Background: an optimization exercise with open tools, aiming at a short achievable clock period and few clock cycles. Do not read the settings as production practice. In this exercise RTL edits were held to simulation tests only and were not proved equivalent to the original. No activity file was given, so power comes from the tool's default toggle rates.

==> job 4779 <==
==> flow/design.v <==
`timescale 1ns/100ps
package cpu_pkg;
    typedef enum logic [6:0] {
        OP     = 7'b0110011,
        OP_IMM = 7'b0010011,
        LUI    = 7'b0110111,
        LOAD   = 7'b0000011,
        STORE  = 7'b0100011,
        BRANCH = 7'b1100011
    } opcode_e;
    typedef enum logic [3:0] {
        ALU_ADD,
        ALU_SUB,
        ALU_AND,
        ALU_OR,
        ALU_XOR,
        ALU_SLL,
        ALU_SRL,
        ALU_SRA,
        ALU_SLT,
        ALU_SLTU
    } alu_op_e;
    typedef struct packed {
        logic [6:0] funct7;
        logic [4:0] rs2;
        logic [4:0] rs1;
        logic [2:0] funct3;
        logic [4:0] rd;
        opcode_e    opcode;
    } r_inst_t;
    typedef struct packed {
        logic [11:0] imm;
        logic [4:0]  rs1;
        logic [2:0]  funct3;
        logic [4:0]  rd;
        opcode_e     opcode;
    } i_inst_t;
    typedef struct packed {
        logic [6:0] imm_hi;
        logic [4:0] rs2;
        logic [4:0] rs1;
        logic [2:0] funct3;
        logic [4:0] imm_lo;
        opcode_e    opcode;
    } s_inst_t;
    typedef struct packed {
        logic       imm_12;
        logic [5:0] imm_10_5;
        logic [4:0] rs2;
        logic [4:0] rs1;
        logic [2:0] funct3;
        logic [3:0] imm_4_1;
        logic       imm_11;
        opcode_e    opcode;
    } b_inst_t;
    typedef struct packed {
        logic [19:0] imm;
        logic [4:0]  rd;
        opcode_e     opcode;
    } u_inst_t;
    typedef union packed {
        r_inst_t r;
        i_inst_t i;
        s_inst_t s;
        b_inst_t b;
        u_inst_t u;
    } inst_t;
    typedef struct packed {
        logic                 valid;
        alu_op_e              alu_op;
        logic [32-1:0] operand_a;
        logic [32-1:0] operand_b;
        logic [32-1:0] store_data;
        logic                 is_load;
        logic                 is_store;
        logic                 reg_write;
        logic [4:0]           rd;
    } de_reg_t;
    typedef struct packed {
        logic                 valid;
        logic [32-1:0] result;
        logic [32-1:0] store_data;
        logic                 is_load;
        logic                 is_store;
        logic                 reg_write;
        logic [4:0]           rd;
    } em_reg_t;
    typedef struct packed {
        logic                 valid;
        logic [32-1:0] result;
        logic                 is_load;
        logic                 reg_write;
        logic [4:0]           rd;
    } mw_reg_t;
    typedef struct packed {
        logic                 wen;
        logic [4:0]           waddr;
        logic [32-1:0] wdata;
    } wb_req_t;
endpackage
`timescale 1ns/100ps
`timescale 1ns/100ps
`timescale 1ns/100ps
`timescale 1ns/100ps
`timescale 1ns/100ps
`timescale 1ns/100ps
module cpu (
    input  logic                   clk,
    input  logic                   arst_n,
    output logic [14-1:0] isram_addr,
    input  logic [32-1:0]   isram_dataout,
    output logic [14-1:0] dsram_addr,
    output logic [3:0]             dsram_wen,
    output logic [32-1:0]   dsram_datain,
    input  logic [32-1:0]   dsram_dataout
);
    localparam int XL = 32;
    logic [15:1]   fa_q;         
    logic          f2_valid;     
    logic [15:1]   f2_pc;
    logic          sk_valid;     
    logic [31:0]   sk_ir;
    logic [15:1]   sk_pc;
    logic          f2_pred, sk_pred;    
    localparam int NB = 4;
    logic [NB-1:0] bt_v;
    logic [15:1]   bt_pc  [NB];
    logic [15:1]   bt_tgt [NB];
    logic [1:0]    bt_ptr;
    logic          d_valid;
    logic [31:0]   ir;
    logic [15:1]   d_pc;
    logic          d_pred;
    logic          e_valid;
    logic          e_we;         
    logic [4:0]    e_rd;
    logic          e_load;
    logic          e_br;         
    logic          e_bne;
    logic          e_pred;
    logic          e_nb;         
    logic [15:1]   e_pc;
    logic [1:0]    e_bkind;      
    logic [15:1]   e_target;
    logic [XL-1:0] op_a, op_b;
    logic          s_add, s_sub, s_and, s_or, s_xor, s_sll, s_srl, s_sra, s_slt, s_sltu;
    logic [13:0]   mem_addr_q;
    logic          wen_q;
    logic [XL-1:0] wdata_q;
    logic          m_we;
    logic [4:0]    m_rd;
    logic          m_load;
    logic [XL-1:0] m_res;
    logic [XL-1:0] regs [1:31];
    logic [XL-1:0] alu_result;
    logic [XL:0]   addsub;
    logic          lt_s, lt_u;
    logic [XL-1:0] sh_l, sh_r;
    always_comb begin
        addsub = {1'b0, op_a} + {1'b0, (s_sub | s_slt | s_sltu) ? ~op_b : op_b}
               + {{XL{1'b0}}, (s_sub | s_slt | s_sltu)};
        lt_u   = ~addsub[XL];
        lt_s   = (op_a[XL-1] ^ op_b[XL-1]) ? op_a[XL-1] : addsub[XL-1];
        sh_l   = op_a << op_b[4:0];
        sh_r   = XL'($signed({s_sra & op_a[XL-1], op_a}) >>> op_b[4:0]);
        alu_result = ({XL{s_add | s_sub}} & addsub[XL-1:0])
                   | ({XL{s_and}} & (op_a & op_b))
                   | ({XL{s_or}}  & (op_a | op_b))
                   | ({XL{s_xor}} & (op_a ^ op_b))
                   | ({XL{s_sll}} & sh_l)
                   | ({XL{s_srl | s_sra}} & sh_r)
                   | {{(XL-1){1'b0}}, (s_slt & lt_s) | (s_sltu & lt_u)};
    end
    logic act, wrong, redirect, kill_d, kill_f2, skip_ok;
    assign act      = (op_a == op_b) ^ e_bne;
    assign wrong    = e_valid & e_br & (act ^ e_pred);
    assign skip_ok  = (e_bkind == 2'd1) | ((e_bkind == 2'd2) & ~d_pred)
                    | ((e_bkind == 2'd3) & ~d_pred & ~nx_pred);
    assign redirect = wrong & ~skip_ok;
    assign kill_d   = wrong & (e_bkind != 2'd1);
    assign kill_f2  = wrong & ((e_bkind == 2'd3) | ~skip_ok);
    logic [6:0]  opc;
    logic [4:0]  rs1, rs2, rd;
    logic [2:0]  f3;
    logic        is_op, is_opimm, is_lui, is_load, is_store, is_branch;
    logic        uses1, uses2, wr;
    logic [XL-1:0] imm;
    logic [12:0] bimm;
    assign opc = ir[6:0];
    assign rd  = ir[11:7];
    assign f3  = ir[14:12];
    assign rs1 = ir[19:15];
    assign rs2 = ir[24:20];
    assign is_op     = opc == 7'b0110011;
    assign is_opimm  = opc == 7'b0010011;
    assign is_lui    = opc == 7'b0110111;
    assign is_load   = opc == 7'b0000011;
    assign is_store  = opc == 7'b0100011;
    assign is_branch = (opc == 7'b1100011) & (f3[2:1] == 2'b00);
    assign uses1     = is_op | is_opimm | is_load | is_store | is_branch;
    assign uses2     = is_op | is_store | is_branch;
    assign wr        = (is_op | is_opimm | is_lui | is_load) & (rd != 5'd0);
    always_comb begin
        if (is_lui)        imm = {ir[31:12], 12'b0};
        else if (is_store) imm = {{20{ir[31]}}, ir[31:25], ir[11:7]};
        else               imm = {{20{ir[31]}}, ir[31:20]};
    end
    assign bimm = {ir[31], ir[7], ir[30:25], ir[11:8], 1'b0};
    logic hitE1, hitE2, hitM1, hitM2;
    logic [XL-1:0] m_wdata, rf1, rf2, early1, early2, val1, val2;
    assign m_wdata = m_load ? dsram_dataout : m_res;
    assign rf1 = (rs1 == 5'd0) ? '0 : regs[rs1];
    assign rf2 = (rs2 == 5'd0) ? '0 : regs[rs2];
    assign hitE1 = e_we & (e_rd == rs1);
    assign hitE2 = e_we & (e_rd == rs2);
    assign hitM1 = m_we & (m_rd == rs1);
    assign hitM2 = m_we & (m_rd == rs2);
    assign early1 = hitM1 ? m_wdata : rf1;
    assign early2 = hitM2 ? m_wdata : rf2;
    assign val1   = hitE1 ? alu_result : early1;
    assign val2   = hitE2 ? alu_result : early2;
    logic stall;
    assign stall = d_valid & e_we &
                   ((e_load & ((uses1 & (e_rd == rs1)) | (uses2 & (e_rd == rs2))))
                  | ((is_load | is_store) & (e_rd == rs1)));
    logic [15:0] agu, agu_r, agu_m;
    assign agu_r = rf1[15:0] + imm[15:0];
    assign agu_m = m_wdata[15:0] + imm[15:0];
    assign agu   = hitM1 ? agu_m : agu_r;
    logic go;    
    assign go = d_valid & ~stall & ~kill_d;
    assign isram_addr = fa_q[15:2];
    logic          nx_valid, nx_pred;
    logic [31:0]   nx_ir;
    logic [15:1]   nx_pc;
    assign nx_valid = sk_valid | f2_valid;
    assign nx_ir    = sk_valid ? sk_ir : isram_dataout;
    assign nx_pc    = sk_valid ? sk_pc : f2_pc;
    assign nx_pred  = sk_valid ? sk_pred : f2_pred;
    logic [NB-1:0] bt_hit;
    logic          bt_any;
    logic [15:1]   bt_next;
    always_comb begin
        bt_next = '0;
        for (int i = 0; i < NB; i++) begin
            bt_hit[i] = bt_v[i] & (bt_pc[i] == fa_q);
            bt_next   = bt_next | ({15{bt_hit[i]}} & bt_tgt[i]);
        end
        bt_any = |bt_hit;
    end
    logic hold_fetch;    
    assign hold_fetch = stall & f2_valid;
    always_ff @(posedge clk or negedge arst_n) begin
        if (!arst_n) begin
            fa_q     <= '0;
            f2_valid <= 1'b0;
            sk_valid <= 1'b0;
            d_valid  <= 1'b0;
        end else begin
            if (redirect) begin
                fa_q     <= e_target;
                f2_valid <= 1'b0;
            end else if (hold_fetch) begin
                f2_valid <= 1'b0;
            end else begin
                fa_q     <= bt_any ? bt_next : fa_q + 15'd2;
                f2_valid <= 1'b1;
            end
            if (stall) begin
                if (f2_valid) sk_valid <= 1'b1;
            end else begin
                sk_valid <= 1'b0;
            end
            if (!stall) begin
                d_valid <= nx_valid & ~kill_f2;
            end
        end
    end
    always_ff @(posedge clk) begin
        if (!redirect && !hold_fetch) begin
            f2_pc   <= fa_q;
            f2_pred <= bt_any;
        end
        if (stall && f2_valid) begin
            sk_ir   <= isram_dataout;
            sk_pc   <= f2_pc;
            sk_pred <= f2_pred;
        end
        if (!stall) begin
            ir     <= nx_ir;
            d_pc   <= nx_pc;
            d_pred <= nx_pred;
        end
    end
    logic sub_op;
    assign sub_op = is_op & ir[30];
    always_ff @(posedge clk or negedge arst_n) begin
        if (!arst_n) begin
            e_valid <= 1'b0;
            e_we    <= 1'b0;
            e_load  <= 1'b0;
            e_br    <= 1'b0;
            wen_q   <= 1'b0;
        end else begin
            e_valid <= go;
            e_we    <= go & wr;
            e_load  <= go & is_load;
            e_br    <= go & is_branch;
            wen_q   <= go & is_store;
        end
    end
    always_ff @(posedge clk) begin
        e_rd     <= rd;
        e_bne    <= f3[0];
        e_target <= d_pred ? d_pc + 15'd2 : d_pc + {{3{bimm[12]}}, bimm[12:1]};
        e_pred   <= d_pred;
        e_nb     <= ~d_pred & bimm[12];
        e_pc     <= d_pc;
        if (d_pred)              e_bkind <= 2'd0;
        else if (bimm == 13'd4)  e_bkind <= 2'd1;
        else if (bimm == 13'd8)  e_bkind <= 2'd2;
        else if (bimm == 13'd12) e_bkind <= 2'd3;
        else                     e_bkind <= 2'd0;
        op_a <= is_lui ? '0 : val1;
        op_b <= (is_op | is_branch) ? val2 : imm;
        s_add  <= ~((is_op | is_opimm) & (f3 != 3'd0)) & ~sub_op;
        s_sub  <= sub_op & (f3 == 3'd0);
        s_sll  <= (is_op | is_opimm) & (f3 == 3'd1);
        s_slt  <= (is_op | is_opimm) & (f3 == 3'd2);
        s_sltu <= (is_op | is_opimm) & (f3 == 3'd3);
        s_xor  <= (is_op | is_opimm) & (f3 == 3'd4);
        s_srl  <= (is_op | is_opimm) & (f3 == 3'd5) & ~ir[30];
        s_sra  <= (is_op | is_opimm) & (f3 == 3'd5) & ir[30];
        s_or   <= (is_op | is_opimm) & (f3 == 3'd6);
        s_and  <= (is_op | is_opimm) & (f3 == 3'd7);
        mem_addr_q <= agu[15:2];
        wdata_q    <= val2;
    end
    assign dsram_addr   = mem_addr_q;
    assign dsram_wen    = {4{wen_q}};
    assign dsram_datain = wdata_q;
    logic          u_add, u_del;
    logic [15:1]   u_pc, u_tgt;
    always_ff @(posedge clk or negedge arst_n) begin
        if (!arst_n) begin
            u_add  <= 1'b0;
            u_del  <= 1'b0;
            bt_v   <= '0;
            bt_ptr <= '0;
        end else begin
            u_add <= e_valid & e_br & act & e_nb;
            u_del <= e_valid & e_br & ~act & e_pred;
            for (int i = 0; i < NB; i++) begin
                if (u_del && bt_pc[i] == u_pc) bt_v[i] <= 1'b0;
            end
            if (u_add) begin
                bt_v[bt_ptr] <= 1'b1;
                bt_ptr       <= bt_ptr + 2'd1;
            end
        end
    end
    always_ff @(posedge clk) begin
        u_pc  <= e_pc;
        u_tgt <= e_target;
        if (u_add) begin
            bt_pc[bt_ptr]  <= u_pc;
            bt_tgt[bt_ptr] <= u_tgt;
        end
    end
    always_ff @(posedge clk or negedge arst_n) begin
        if (!arst_n) begin
            m_we <= 1'b0;
        end else begin
            m_we <= e_we;
        end
    end
    always_ff @(posedge clk) begin
        m_rd   <= e_rd;
        m_load <= e_load;
        m_res  <= alu_result;
    end
    always_ff @(posedge clk) begin
        if (m_we) regs[m_rd] <= m_wdata;
    end
endmodule
==> flow/flow/run.sh <==
#!/bin/bash
set -euo pipefail
MARGIN=$(cat flow/margin.txt 2>/dev/null || echo 5.8)
bash standard.sh SETUP_SLACK_MARGIN=$MARGIN MATCH_CELL_FOOTPRINT=0 \
  "BUFFER_PORTS_ARGS=-buffer_cell sky130_fd_sc_hd__buf_4" finish > make_finish.log 2>&1
==> flow/flow/margin.txt <==
5.8
==> flow/standard.sh <==
#!/bin/bash
# synth_recipe.tcl (not shown) runs the flow's synth.tcl, then flattens the netlist and writes it again
# the make line also repeats each setting of config.mk as NAME=value (left out here)
make -C /OpenROAD-flow-scripts/flow DESIGN_CONFIG=/design/flow/config.mk WORK_HOME=/design/flow/orfs CLKGATE_MAP_FILE= SYNTH_SCRIPT=/design/flow/synth_recipe.tcl "${@:-finish}"
==> flow/config.mk <==
export PLATFORM = sky130hd
export DESIGN_NAME = cpu
export DESIGN_NICKNAME = cpu
export VERILOG_FILES = /design/flow/design.v
export SDC_FILE = /design/flow/constraint.sdc
export NUM_CORES = 4
export LEC_CHECK = 0
export ABC_CLOCK_PERIOD_IN_PS = 3500
export CAP_MARGIN = 20
export CORE_MARGIN = 2
export CORE_UTILIZATION = 40
export SETUP_SLACK_MARGIN = 5
export SLEW_MARGIN = 20
==> flow/constraint.sdc <==
create_clock -name core_clock -period 9.0 [get_ports {clk}]
set_input_delay 1.8000 -clock core_clock [delete_from_list [all_inputs] [get_ports {clk}]]
set_output_delay 1.8000 -clock core_clock [all_outputs]
set_load 0.01 [all_outputs]
==> job 3393: changes against job 4779 <==
--- a/flow/design.v
+++ b/flow/design.v
@@ -121,25 +121,15 @@
     logic          sk_valid;     
     logic [31:0]   sk_ir;
     logic [15:1]   sk_pc;
-    logic          f2_pred, sk_pred;    
-    localparam int NB = 4;
-    logic [NB-1:0] bt_v;
-    logic [15:1]   bt_pc  [NB];
-    logic [15:1]   bt_tgt [NB];
-    logic [1:0]    bt_ptr;
     logic          d_valid;
     logic [31:0]   ir;
     logic [15:1]   d_pc;
-    logic          d_pred;
     logic          e_valid;
     logic          e_we;         
     logic [4:0]    e_rd;
     logic          e_load;
     logic          e_br;         
     logic          e_bne;
-    logic          e_pred;
-    logic          e_nb;         
-    logic [15:1]   e_pc;
     logic [1:0]    e_bkind;      
     logic [15:1]   e_target;
     logic [XL-1:0] op_a, op_b;
@@ -171,14 +161,11 @@
                    | ({XL{s_srl | s_sra}} & sh_r)
                    | {{(XL-1){1'b0}}, (s_slt & lt_s) | (s_sltu & lt_u)};
     end
-    logic act, wrong, redirect, kill_d, kill_f2, skip_ok;
-    assign act      = (op_a == op_b) ^ e_bne;
-    assign wrong    = e_valid & e_br & (act ^ e_pred);
-    assign skip_ok  = (e_bkind == 2'd1) | ((e_bkind == 2'd2) & ~d_pred)
-                    | ((e_bkind == 2'd3) & ~d_pred & ~nx_pred);
-    assign redirect = wrong & ~skip_ok;
-    assign kill_d   = wrong & (e_bkind != 2'd1);
-    assign kill_f2  = wrong & ((e_bkind == 2'd3) | ~skip_ok);
+    logic taken, redirect, kill_d, kill_f2;
+    assign taken    = e_valid & e_br & ((op_a == op_b) ^ e_bne);
+    assign redirect = taken & (e_bkind == 2'd0);
+    assign kill_d   = taken & (e_bkind != 2'd1);
+    assign kill_f2  = taken & ((e_bkind == 2'd0) | (e_bkind == 2'd3));
     logic [6:0]  opc;
     logic [4:0]  rs1, rs2, rd;
     logic [2:0]  f3;
@@ -223,31 +210,17 @@
     assign stall = d_valid & e_we &
                    ((e_load & ((uses1 & (e_rd == rs1)) | (uses2 & (e_rd == rs2))))
                   | ((is_load | is_store) & (e_rd == rs1)));
-    logic [15:0] agu, agu_r, agu_m;
-    assign agu_r = rf1[15:0] + imm[15:0];
-    assign agu_m = m_wdata[15:0] + imm[15:0];
-    assign agu   = hitM1 ? agu_m : agu_r;
+    logic [15:0] agu;
+    assign agu = early1[15:0] + imm[15:0];
     logic go;    
     assign go = d_valid & ~stall & ~kill_d;
     assign isram_addr = fa_q[15:2];
-    logic          nx_valid, nx_pred;
+    logic          nx_valid;
     logic [31:0]   nx_ir;
     logic [15:1]   nx_pc;
     assign nx_valid = sk_valid | f2_valid;
     assign nx_ir    = sk_valid ? sk_ir : isram_dataout;
     assign nx_pc    = sk_valid ? sk_pc : f2_pc;
-    assign nx_pred  = sk_valid ? sk_pred : f2_pred;
-    logic [NB-1:0] bt_hit;
-    logic          bt_any;
-    logic [15:1]   bt_next;
-    always_comb begin
-        bt_next = '0;
-        for (int i = 0; i < NB; i++) begin
-            bt_hit[i] = bt_v[i] & (bt_pc[i] == fa_q);
-            bt_next   = bt_next | ({15{bt_hit[i]}} & bt_tgt[i]);
-        end
-        bt_any = |bt_hit;
-    end
     logic hold_fetch;    
     assign hold_fetch = stall & f2_valid;
     always_ff @(posedge clk or negedge arst_n) begin
@@ -263,7 +236,7 @@
             end else if (hold_fetch) begin
                 f2_valid <= 1'b0;
             end else begin
-                fa_q     <= bt_any ? bt_next : fa_q + 15'd2;
+                fa_q     <= fa_q + 15'd2;
                 f2_valid <= 1'b1;
             end
             if (stall) begin
@@ -277,19 +250,14 @@
         end
     end
     always_ff @(posedge clk) begin
-        if (!redirect && !hold_fetch) begin
-            f2_pc   <= fa_q;
-            f2_pred <= bt_any;
-        end
+        if (!redirect && !hold_fetch) f2_pc <= fa_q;
         if (stall && f2_valid) begin
-            sk_ir   <= isram_dataout;
-            sk_pc   <= f2_pc;
-            sk_pred <= f2_pred;
+            sk_ir <= isram_dataout;
+            sk_pc <= f2_pc;
         end
         if (!stall) begin
-            ir     <= nx_ir;
-            d_pc   <= nx_pc;
-            d_pred <= nx_pred;
+            ir   <= nx_ir;
+            d_pc <= nx_pc;
         end
     end
     logic sub_op;
@@ -312,12 +280,8 @@
     always_ff @(posedge clk) begin
         e_rd     <= rd;
         e_bne    <= f3[0];
-        e_target <= d_pred ? d_pc + 15'd2 : d_pc + {{3{bimm[12]}}, bimm[12:1]};
-        e_pred   <= d_pred;
-        e_nb     <= ~d_pred & bimm[12];
-        e_pc     <= d_pc;
-        if (d_pred)              e_bkind <= 2'd0;
-        else if (bimm == 13'd4)  e_bkind <= 2'd1;
+        e_target <= d_pc + {{3{bimm[12]}}, bimm[12:1]};
+        if (bimm == 13'd4)       e_bkind <= 2'd1;
         else if (bimm == 13'd8)  e_bkind <= 2'd2;
         else if (bimm == 13'd12) e_bkind <= 2'd3;
         else                     e_bkind <= 2'd0;
@@ -339,34 +303,6 @@
     assign dsram_addr   = mem_addr_q;
     assign dsram_wen    = {4{wen_q}};
     assign dsram_datain = wdata_q;
-    logic          u_add, u_del;
-    logic [15:1]   u_pc, u_tgt;
-    always_ff @(posedge clk or negedge arst_n) begin
-        if (!arst_n) begin
-            u_add  <= 1'b0;
-            u_del  <= 1'b0;
-            bt_v   <= '0;
-            bt_ptr <= '0;
-        end else begin
-            u_add <= e_valid & e_br & act & e_nb;
-            u_del <= e_valid & e_br & ~act & e_pred;
-            for (int i = 0; i < NB; i++) begin
-                if (u_del && bt_pc[i] == u_pc) bt_v[i] <= 1'b0;
-            end
-            if (u_add) begin
-                bt_v[bt_ptr] <= 1'b1;
-                bt_ptr       <= bt_ptr + 2'd1;
-            end
-        end
-    end
-    always_ff @(posedge clk) begin
-        u_pc  <= e_pc;
-        u_tgt <= e_target;
-        if (u_add) begin
-            bt_pc[bt_ptr]  <= u_pc;
-            bt_tgt[bt_ptr] <= u_tgt;
-        end
-    end
     always_ff @(posedge clk or negedge arst_n) begin
         if (!arst_n) begin
             m_we <= 1'b0;
==> flow/run.sh (new file) <==
#!/bin/bash
# synth_recipe.tcl (not shown) runs the flow's synth.tcl, then flattens the netlist and writes it again
# the make line also repeats each setting of config.mk as NAME=value (left out here)
make -C /OpenROAD-flow-scripts/flow DESIGN_CONFIG=/design/flow/config.mk WORK_HOME=/design/flow/orfs CLKGATE_MAP_FILE= SYNTH_SCRIPT=/design/flow/synth_recipe.tcl finish
removed: flow/flow/run.sh
removed: flow/flow/margin.txt
removed: flow/standard.sh
==> comparison table <==
| item | job 4779 | job 3393 |
|---|---|---|
| Floorplan core area | 0.183 sq mm | 0.165 sq mm |
| Outcome | no timing/DRC/antenna violations | no timing/DRC/antenna violations |
| RePlAce Congestion | 0.941 | 0.950 |
| Area fraction in and, or, nand and nor cells after synthesis | 0.0467 | 0.0477 |
| Combinational group share of total power | 0.197 | 0.177 |
| Fin Hold WS | 0.321 ns | 0.407 ns |
| Hold Startpoint | e_pc[2]$_DFF_P_ | e_rd[0]$_DFF_P_ |
| Number of combinational gates with multiple inputs | 2769 | 2512 |
| Static leakage | 29.9 nW | 25.7 nW |
| Die Width | 433 microns | 411 microns |
| Global-route usage over all layers | 0.255 | 0.257 |
| Number of buffers created by CTS | 155 | 140 |
| Tightest slew margin relative to the limit | 0.295 | 0.299 |
| Pwr per Cell Area | 216 mW/mm^2 | 213 mW/mm^2 |
| Area taken by flip-flops and latches | 0.0425 sq mm | 0.0375 sq mm |
| Count of flip-flops with a built-in enable after synthesis | 1224 | 1101 |
| Fraction of met2 tracks used by global routing | 0.417 | 0.418 |
| Total power after layout | 19.1 mW | 16.2 mW |
| Die Height | 433 microns | 411 microns |
| CP Data Required Time | 9.70 ns | 9.68 ns |
| RR Endpoint | mem_addr_q[8]$_DFF_P_ | mem_addr_q[13]$_DFF_P_ |
| Compound-cell area share of the yosys netlist | 0.0673 | 0.0662 |
| Reported sequential group power | 8.73 mW | 7.64 mW |
| Synthesized area per cell | 15.5 sq um | 15.5 sq um |
| Synth async-reset ratio | 0.0214 | 0.0182 |
Testbench counts of job 4779, summed over its fixed seeds: cycles 82,404.
Testbench counts of job 3393, summed over its fixed seeds: cycles 85,128.

## separate check: timing with driven ports
The flow's constraints put no driver on any port. The routed layouts listed below were extracted and timed again, unchanged, in two steps.
Step 1 sets driving cells, clkbuf_16 on the clock port and buf_2 on the other inputs (assumed; they add their load-dependent delay and slew).
Step 2 adds t to the input delays and takes it off the output delays; t is the mean of the earliest and latest rising clock arrival at the registers after step 1. Input paths then give back, and output paths get back, about the clock's delay inside the block.
Slacks: no drivers / after step 1 / after step 2; pairs: no drivers / after step 1.
| run | t, ns | slack for setup (ns) | hold slack, ns | clock arrival spread, ns | worst slew at a driven data input, ns |
|---|---|---|---|---|---|
| job 4779 | 0.883 | 4.828 / 4.828 / 4.584 | 0.321 / 0.321 / 0.321 | 0.038 / 0.038 | 0.06 |
| job 3393 | 0.859 | 4.919 / 4.947 / 4.109 | 0.407 / 0.407 / 0.407 | 0.048 / 0.047 | 0.07 |
After both steps setup and hold are still met in every run listed. The setup slack of job 3393, which loses most, moves by +0.028 ns with the drivers and by -0.810 ns with both steps.
